From an optimization exercise on the open Yosys and OpenROAD flow, aimed at small area, a short achievable clock period and few clock cycles per item; shortcuts taken in it are not production practice. Only simulation tests tie the RTL to the original design; equivalence was not proved.

==> 06-21 <==
==> flow/design.v <==
module cosine_distance_unit #(
    parameter int W     = 16,
    parameter int FRAC  = 11,
    parameter int TERMS = 4
) (
    input  logic         clk,
    input  logic         reset_n,
    input  logic         start,
    input  logic [W-1:0] x_in,
    input  logic [W-1:0] v_in,
    output logic         busy,
    output logic         done,
    output logic [W-1:0] cos_out,
    output logic [W-1:0] distance,
    output logic         sat
);
    logic s1_q, s2_q, s3_q, done_q;
    logic accept;
    logic [15:0] a_q, b_q, d_q;
    logic        xo_q, fl_q, ds_q;
    logic        sat_q;
    assign busy   = s1_q | s2_q | s3_q;
    assign accept = start & ~busy;
    logic [15:0] xs;
    logic [15:0] x2f;
    assign xs  = {{2{x_in[13]}}, x_in[13:0]};
    assign x2f = {a_q[15], a_q[14:0] | {15{xo_q & ~s3_q}}};
    logic [23:0] t2_full;
    logic [11:0] term2;
    assign t2_full = b_q[14:0] * 9'd171 + 24'd2047;
    assign term2   = fl_q ? 12'd2736 : t2_full[22:11];
    logic [19:0] t3_full;
    logic [10:0] t3;
    logic [15:0] expr3;
    assign t3_full = b_q[14:0] * 5'd17;
    assign t3      = fl_q ? 11'd1087 : t3_full[19:9];
    assign expr3   = d_q - {5'd0, t3};
    logic [15:0] mr, mcand;
    assign mr = busy ? x2f : xs;
    always_comb begin
        if (s1_q) mcand = {2'b00, x2f[14:1]};
        else if (s2_q) mcand = {4'd0, term2};
        else if (s3_q) mcand = expr3;
        else mcand = xs;
    end
    logic [16:0] me;
    logic [16:0] bx;
    logic [16:0] row [8];
    logic [31:0] rsum [8];
    logic [31:0] negv;
    logic [31:0] prod;
    assign me = {mcand[15], mcand};
    assign bx = {mr, 1'b0};
    always_comb begin
        negv = '0;
        for (int i = 0; i < 8; i++) begin
            logic b0, b1, b2, one, two, neg;
            b0  = bx[2*i];
            b1  = bx[2*i+1];
            b2  = bx[2*i+2];
            one = b0 ^ b1;
            two = (b2 & ~b1 & ~b0) | (~b2 & b1 & b0);
            neg = b2;
            for (int j = 0; j < 17; j++) begin
                row[i][j] = ((one & me[j]) | (two & ((j == 0) ? 1'b0 : me[j-1]))) ^ neg;
            end
            negv[2*i] = neg;
            rsum[i] = {15'd0, ~row[i][16], row[i][15:0]} << (2*i);
        end
    end
    localparam logic [31:0] KSE = 32'hAAAB_0000;
    logic [31:0] kadd;
    assign kadd = KSE | {21'd0, {11{s1_q}}};
    assign prod = rsum[0] + rsum[1] + rsum[2] + rsum[3] + rsum[4] + rsum[5] + rsum[6] + rsum[7]
                + negv + kadd;
    logic x2ovf;
    assign x2ovf = (x_in[15:13] != 3'b000 && x_in[15:13] != 3'b111) || prod[26];
    logic hi_nz, sat1;
    assign hi_nz = prod[31:26] != 6'd0;
    assign sat1  = (prod[31:27] != 5'd0) || (prod[26] && prod[25:11] != 15'd0);
    logic sat3;
    assign sat3 = !(prod[31:26] == 6'h00 || prod[31:26] == 6'h3f);
    logic [15:0] e2;
    assign e2 = 16'd2048 - {2'b00, x2f[14:1]} + {4'd0, term2};
    always_ff @(posedge clk or negedge reset_n) begin
        if (!reset_n) begin
            s1_q   <= 1'b0;
            s2_q   <= 1'b0;
            s3_q   <= 1'b0;
            done_q <= 1'b0;
        end else begin
            s1_q <= accept;
            s2_q <= s1_q;
            s3_q <= s2_q;
            if (accept) done_q <= 1'b0;
            else if (s3_q) done_q <= 1'b1;
        end
    end
    always_ff @(posedge clk) begin
        if (accept) a_q <= {1'b0, prod[25:11]};
        else if (s2_q) a_q <= d_q;
        if (accept) xo_q <= x2ovf;
        if (s1_q | s2_q) b_q <= {1'b0, prod[25:11]};
        else if (s3_q) b_q <= expr3;
        if (s1_q | s2_q) fl_q <= hi_nz;
        else if (s3_q) fl_q <= sat3;
        if (s3_q) ds_q <= prod[31];
        if (accept) d_q <= v_in;
        else if (s2_q) d_q <= e2;
        else if (s3_q) d_q <= prod[26:11];
        if (accept) sat_q <= x2ovf;
        else if (s1_q) sat_q <= sat_q | sat1;
        else if (s2_q) sat_q <= sat_q | hi_nz;
        else if (s3_q) sat_q <= sat_q | sat3;
    end
    assign done     = done_q;
    assign cos_out  = b_q;
    assign distance = fl_q ? (ds_q ? 16'h8000 : 16'h7fff) : d_q;
    assign sat      = sat_q;
endmodule
==> flow/run.sh <==
#!/bin/bash
# synth_recipe.tcl (not shown) runs the flow's synth.tcl, then flattens the netlist and writes it again
# the make line also repeats each setting of config.mk as NAME=value (left out here)
make -C /OpenROAD-flow-scripts/flow DESIGN_CONFIG=/design/flow/config.mk WORK_HOME=/design/flow/orfs CLKGATE_MAP_FILE= SYNTH_SCRIPT=/design/flow/synth_recipe.tcl finish
==> flow/config.mk <==
export PLATFORM = sky130hd
export DESIGN_NAME = cosine_distance_unit
export DESIGN_NICKNAME = cosine_distance_unit
export VERILOG_FILES = /design/flow/design.v
export SDC_FILE = /design/flow/constraint.sdc
export NUM_CORES = 4
export LEC_CHECK = 0
export ABC_AREA = 1
export CAP_MARGIN = 20
export CORE_MARGIN = 2
export CORE_UTILIZATION = 40
export SETUP_SLACK_MARGIN = 3
export SLEW_MARGIN = 20
==> flow/constraint.sdc <==
create_clock -name core_clock -period 12.0 [get_ports {clk}]
set_input_delay 2.4000 -clock core_clock [delete_from_list [all_inputs] [get_ports {clk}]]
set_output_delay 2.4000 -clock core_clock [all_outputs]
set_load 0.01 [all_outputs]
==> 05-25: changes against 06-21 <==
==> flow/design.v (replaced) <==
module cosine_distance_unit #(
    parameter int W     = 16,
    parameter int FRAC  = 11,
    parameter int TERMS = 4
) (
    input  logic         clk,
    input  logic         reset_n,
    input  logic         start,
    input  logic [W-1:0] x_in,
    input  logic [W-1:0] v_in,
    output logic         busy,
    output logic         done,
    output logic [W-1:0] cos_out,
    output logic [W-1:0] distance,
    output logic         sat
);
    logic s1_q, s2_q, s3_q, done_q;
    logic accept;
    logic [15:0] a_q, d_q;
    logic [15:0] b_q;
    logic        sat_q;
    assign busy   = s1_q | s2_q | s3_q;
    assign accept = start & ~busy;
    logic        xsg;
    logic [12:0] u;
    logic [27:0] sqrow [14];
    logic [27:0] sq;
    logic        sq_ovf;
    logic [14:0] x2_in;
    assign xsg = x_in[15];
    assign u   = x_in[12:0] ^ {13{xsg}};
    always_comb begin
        for (int i = 0; i < 13; i++) begin
            sqrow[i] = '0;
            sqrow[i][2*i] = u[i];
            for (int j = i + 1; j < 13; j++) begin
                sqrow[i][i+j+1] = u[i] & u[j];
            end
        end
        sqrow[13] = {14'd0, u & {13{xsg}}, xsg};
    end
    assign sq = sqrow[0] + sqrow[1] + sqrow[2] + sqrow[3] + sqrow[4] + sqrow[5] + sqrow[6]
              + sqrow[7] + sqrow[8] + sqrow[9] + sqrow[10] + sqrow[11] + sqrow[12] + sqrow[13];
    assign sq_ovf = (x_in[15:13] != 3'b000 && x_in[15:13] != 3'b111) || sq[26];
    assign x2_in  = sq_ovf ? 15'h7fff : sq[25:11];
    logic [16:0] ae;
    logic [15:0] bx;
    logic [16:0] row [8];
    logic [31:0] rsum [8];
    logic [31:0] negv;
    logic [31:0] prod;
    assign ae = {a_q[15], a_q};
    assign bx = {b_q[14:0], 1'b0};
    always_comb begin
        negv = '0;
        for (int i = 0; i < 8; i++) begin
            logic b0, b1, b2, one, two, neg;
            b0  = bx[2*i];
            b1  = bx[2*i+1];
            b2  = (i == 7) ? b_q[14] : bx[2*i+2];
            one = b0 ^ b1;
            two = (b2 & ~b1 & ~b0) | (~b2 & b1 & b0);
            neg = b2;
            for (int j = 0; j < 17; j++) begin
                row[i][j] = ((one & ae[j]) | (two & ((j == 0) ? 1'b0 : ae[j-1]))) ^ neg;
            end
            negv[2*i] = neg;
            rsum[i] = {15'd0, ~row[i][16], row[i][15:0]} << (2*i);
        end
    end
    localparam logic [31:0] KSE = 32'hAAAB_0000;
    logic [31:0] kadd;
    assign kadd = KSE | {21'd0, {11{s1_q}}};
    assign prod = rsum[0] + rsum[1] + rsum[2] + rsum[3] + rsum[4] + rsum[5] + rsum[6] + rsum[7]
                + negv + kadd;
    logic        q_big, sat1;
    logic [11:0] term2;
    logic [23:0] t2_full;
    assign q_big   = prod[31:26] != 6'd0;
    assign sat1    = (prod[31:27] != 5'd0) || (prod[26] && prod[25:11] != 15'd0);
    assign t2_full = prod[25:11] * 9'd171 + 24'd2047;
    assign term2   = q_big ? 12'd2736 : t2_full[22:11];
    logic        sat2;
    logic [10:0] t3;
    logic [19:0] t3_full;
    logic [15:0] expr3;
    assign sat2    = prod[31:26] != 6'd0;
    assign t3_full = prod[25:11] * 5'd17;
    assign t3      = sat2 ? 11'd1087 : t3_full[19:9];
    assign expr3   = 16'd2048 - {2'b00, a_q[14:1]} + {4'b0000, b_q[11:0]} - {5'b00000, t3};
    logic        sat3;
    logic [15:0] dres;
    assign sat3 = !(prod[31:26] == 6'h00 || prod[31:26] == 6'h3f);
    assign dres = sat3 ? (prod[31] ? 16'h8000 : 16'h7fff) : prod[26:11];
    always_ff @(posedge clk or negedge reset_n) begin
        if (!reset_n) begin
            s1_q   <= 1'b0;
            s2_q   <= 1'b0;
            s3_q   <= 1'b0;
            done_q <= 1'b0;
        end else begin
            s1_q <= accept;
            s2_q <= s1_q;
            s3_q <= s2_q;
            if (accept) done_q <= 1'b0;
            else if (s3_q) done_q <= 1'b1;
        end
    end
    always_ff @(posedge clk) begin
        if (accept) a_q <= {1'b0, x2_in};
        else if (s2_q) a_q <= d_q;
        if (accept) b_q <= {2'b00, x2_in[14:1]};
        else if (s1_q) b_q <= {4'b0000, term2};
        else if (s2_q) b_q <= expr3;
        if (accept) d_q <= v_in;
        else if (s3_q) d_q <= dres;
        if (accept) sat_q <= sq_ovf;
        else if (s1_q) sat_q <= sat_q | sat1;
        else if (s2_q) sat_q <= sat_q | sat2;
        else if (s3_q) sat_q <= sat_q | sat3;
    end
    assign done     = done_q;
    assign cos_out  = b_q;
    assign distance = d_q;
    assign sat      = sat_q;
endmodule
- ABC_AREA: 1 -> default
- SETUP_SLACK_MARGIN: 3 -> default
==> 05-06: changes against 06-21 <==
==> flow/design.v (replaced) <==
module cosine_distance_unit #(
    parameter int W     = 16,
    parameter int FRAC  = 11,
    parameter int TERMS = 4
) (
    input  logic         clk,
    input  logic         reset_n,
    input  logic         start,
    input  logic [W-1:0] x_in,
    input  logic [W-1:0] v_in,
    output logic         busy,
    output logic         done,
    output logic [W-1:0] cos_out,
    output logic [W-1:0] distance,
    output logic         sat
);
    logic s1_q, s2_q, s3_q, done_q;
    logic accept;
    logic [15:0] a_q, b_q, d_q;
    logic        xo_q, hi_q, ds_q;
    logic        sat_q;
    assign busy   = s1_q | s2_q | s3_q;
    assign accept = start & ~busy;
    logic [15:0] x2f;
    assign x2f = {a_q[15], a_q[14:0] | {15{xo_q & ~s3_q}}};
    logic [14:0] bc;
    assign bc = b_q[14:0];
    logic [22:0] cr7, cr5, cr3, cr1, cr0, crk;
    logic [22:0] ca_s, ca_c, cb_s, cb_c, cc_s, cc_c, cd_s, cd_c;
    logic [22:0] t2_full;
    logic [11:0] term2;
    assign cr7  = {1'd0, bc, 7'd0};
    assign cr5  = {3'd0, bc, 5'd0};
    assign cr3  = {5'd0, bc, 3'd0};
    assign cr1  = {7'd0, bc, 1'd0};
    assign cr0  = {8'd0, bc};
    assign crk  = 23'd2047;
    assign ca_s = cr7 ^ cr5 ^ cr3;
    assign ca_c = {(cr7[21:0] & cr5[21:0]) | (cr7[21:0] & cr3[21:0]) | (cr5[21:0] & cr3[21:0]), 1'b0};
    assign cb_s = cr1 ^ cr0 ^ crk;
    assign cb_c = {(cr1[21:0] & cr0[21:0]) | (cr1[21:0] & crk[21:0]) | (cr0[21:0] & crk[21:0]), 1'b0};
    assign cc_s = ca_s ^ ca_c ^ cb_s;
    assign cc_c = {(ca_s[21:0] & ca_c[21:0]) | (ca_s[21:0] & cb_s[21:0]) | (ca_c[21:0] & cb_s[21:0]), 1'b0};
    assign cd_s = cc_s ^ cc_c ^ cb_c;
    assign cd_c = {(cc_s[21:0] & cc_c[21:0]) | (cc_s[21:0] & cb_c[21:0]) | (cc_c[21:0] & cb_c[21:0]), 1'b0};
    assign t2_full = cd_s + cd_c;
    assign term2   = t2_full[22:11];
    logic [19:0] t3_full;
    logic [15:0] expr3;
    assign t3_full = bc * 5'd17;
    assign expr3   = d_q - {5'd0, t3_full[19:9]};
    logic [15:0] mr;
    logic [14:0] mcand;
    assign mr = busy ? x2f : {{2{x_in[13]}}, x_in[13:0]};
    always_comb begin
        if (s1_q) mcand = {1'b0, x2f[14:1]};
        else if (s2_q) mcand = {3'd0, term2};
        else if (s3_q) mcand = expr3[14:0];
        else mcand = {x_in[13], x_in[13:0]};
    end
    logic [15:0] me;
    logic [16:0] bx;
    logic [15:0] row [8];
    logic [29:0] rsum [8];
    logic [29:0] negv;
    logic [29:0] prod;
    assign me = {mcand[14], mcand};
    assign bx = {mr, 1'b0};
    always_comb begin
        negv = '0;
        for (int i = 0; i < 8; i++) begin
            logic b0, b1, b2, one, two, neg;
            b0  = bx[2*i];
            b1  = bx[2*i+1];
            b2  = bx[2*i+2];
            one = b0 ^ b1;
            two = (b2 & ~b1 & ~b0) | (~b2 & b1 & b0);
            neg = b2;
            for (int j = 0; j < 16; j++) begin
                row[i][j] = ((one & me[j]) | (two & ((j == 0) ? 1'b0 : me[j-1]))) ^ neg;
            end
            negv[2*i] = neg;
            rsum[i] = {14'd0, ~row[i][15], row[i][14:0]} << (2*i);
        end
    end
    localparam logic [29:0] KSE = 30'h1555_8000;
    logic [29:0] kadd;
    assign kadd = KSE | {19'd0, {11{s1_q}}};
    assign prod = rsum[0] + rsum[1] + rsum[2] + rsum[3] + rsum[4] + rsum[5] + rsum[6] + rsum[7]
                + negv + kadd;
    logic x2ovf;
    assign x2ovf = (x_in[15:13] != 3'b000 && x_in[15:13] != 3'b111) || prod[26];
    logic hi, sat1, sat3;
    assign hi   = prod[29:26] != 4'd0;
    assign sat1 = (prod[29:27] != 3'd0) || (prod[26] && prod[25:11] != 15'd0);
    assign sat3 = hi_q | (d_q[15] ^ ds_q);
    logic [15:0] e2;
    assign e2 = 16'd2048 - {2'b00, x2f[14:1]} + {4'd0, term2};
    always_ff @(posedge clk or negedge reset_n) begin
        if (!reset_n) begin
            s1_q   <= 1'b0;
            s2_q   <= 1'b0;
            s3_q   <= 1'b0;
            done_q <= 1'b0;
        end else begin
            s1_q <= accept;
            s2_q <= s1_q;
            s3_q <= s2_q;
            if (accept) done_q <= 1'b0;
            else if (s3_q) done_q <= 1'b1;
        end
    end
    always_ff @(posedge clk) begin
        if (accept) a_q <= {1'b0, prod[25:11]};
        else if (s2_q) a_q <= d_q;
        if (accept) xo_q <= x2ovf;
        if (s1_q | s2_q) b_q <= {1'b0, prod[25:11] | {15{hi}}};
        else if (s3_q) b_q <= expr3;
        if (busy) begin
            hi_q <= (s3_q ? ((prod[29:27] != 3'b000) && (prod[29:27] != 3'b111))
                          : (prod[29:27] != 3'b000));
            ds_q <= prod[29];
        end
        if (accept) d_q <= v_in;
        else if (s2_q) d_q <= e2;
        else if (s3_q) d_q <= prod[26:11];
        if (accept) sat_q <= x2ovf;
        else if (s1_q) sat_q <= sat_q | sat1;
        else if (s2_q) sat_q <= sat_q | hi;
    end
    assign done     = done_q;
    assign cos_out  = b_q;
    assign distance = sat3 ? (ds_q ? 16'h8000 : 16'h7fff) : d_q;
    assign sat      = sat_q | sat3;
endmodule
- SETUP_SLACK_MARGIN: 3 -> default
==> 08-07: changes against 06-21 <==
- SETUP_SLACK_MARGIN: 3 -> default
==> comparison <==
In 05-25 the register-to-register slack is worse than in 08-07, by 0.41 ns.
Critical path depth, highest first: 06-21, 08-07, 05-06, 05-25.
The lowest maximum frequency belongs to 05-25, the highest to 06-21.
Against 08-07, the synthesized cell count of 05-25 is higher by about 12%.
Testbench counts of 06-21, summed over its fixed seeds: cycles 6,400, items 1,600.
Testbench counts of 05-25, summed over its fixed seeds: cycles 6,400, items 1,600.
Testbench counts of 05-06, summed over its fixed seeds: cycles 6,400, items 1,600.
Testbench counts of 08-07, summed over its fixed seeds: cycles 6,400, items 1,600.

## re-timing with driven ports
The flow's constraints put no driver on any port. The routed layouts listed below were extracted and timed again, unchanged, in two steps.
Step 1: set_driving_cell puts a clkbuf_16 on clk and a buf_2 on each other input, an assumption about the parent block.
Step 2 times the ports against the registers' clock, not the clock port: input delays grow and output delays shrink by t, the midpoint of the rising clock arrivals with the driver on.
a / b / c = ideal / step 1 / step 2; a / b = the first two.
| run | t, ns | setup slack, ns | worst setup path at the end | clock arrival spread, ns | slew at the worst register clock pin (ns) |
|---|---|---|---|---|---|
| 06-21 | 0.339 | 2.061 / 2.061 / 1.853 | input to register | 0.017 / 0.017 | 0.09 / 0.09 |
| 05-25 | 0.363 | 0.742 / 0.742 / 0.742 | register to register | 0.025 / 0.025 | 0.10 / 0.10 |
| 05-06 | 0.340 | 0.915 / 0.915 / 0.915 | register to register | 0.004 / 0.004 | 0.07 / 0.07 |
| 08-07 | 0.341 | 1.149 / 1.149 / 1.149 | register to register | 0.008 / 0.008 | 0.08 / 0.08 |
After both steps setup and hold are still met in every run listed. For 06-21, which loses most, drivers alone change the setup slack by 0.000 ns; drivers and shift together by -0.208 ns.
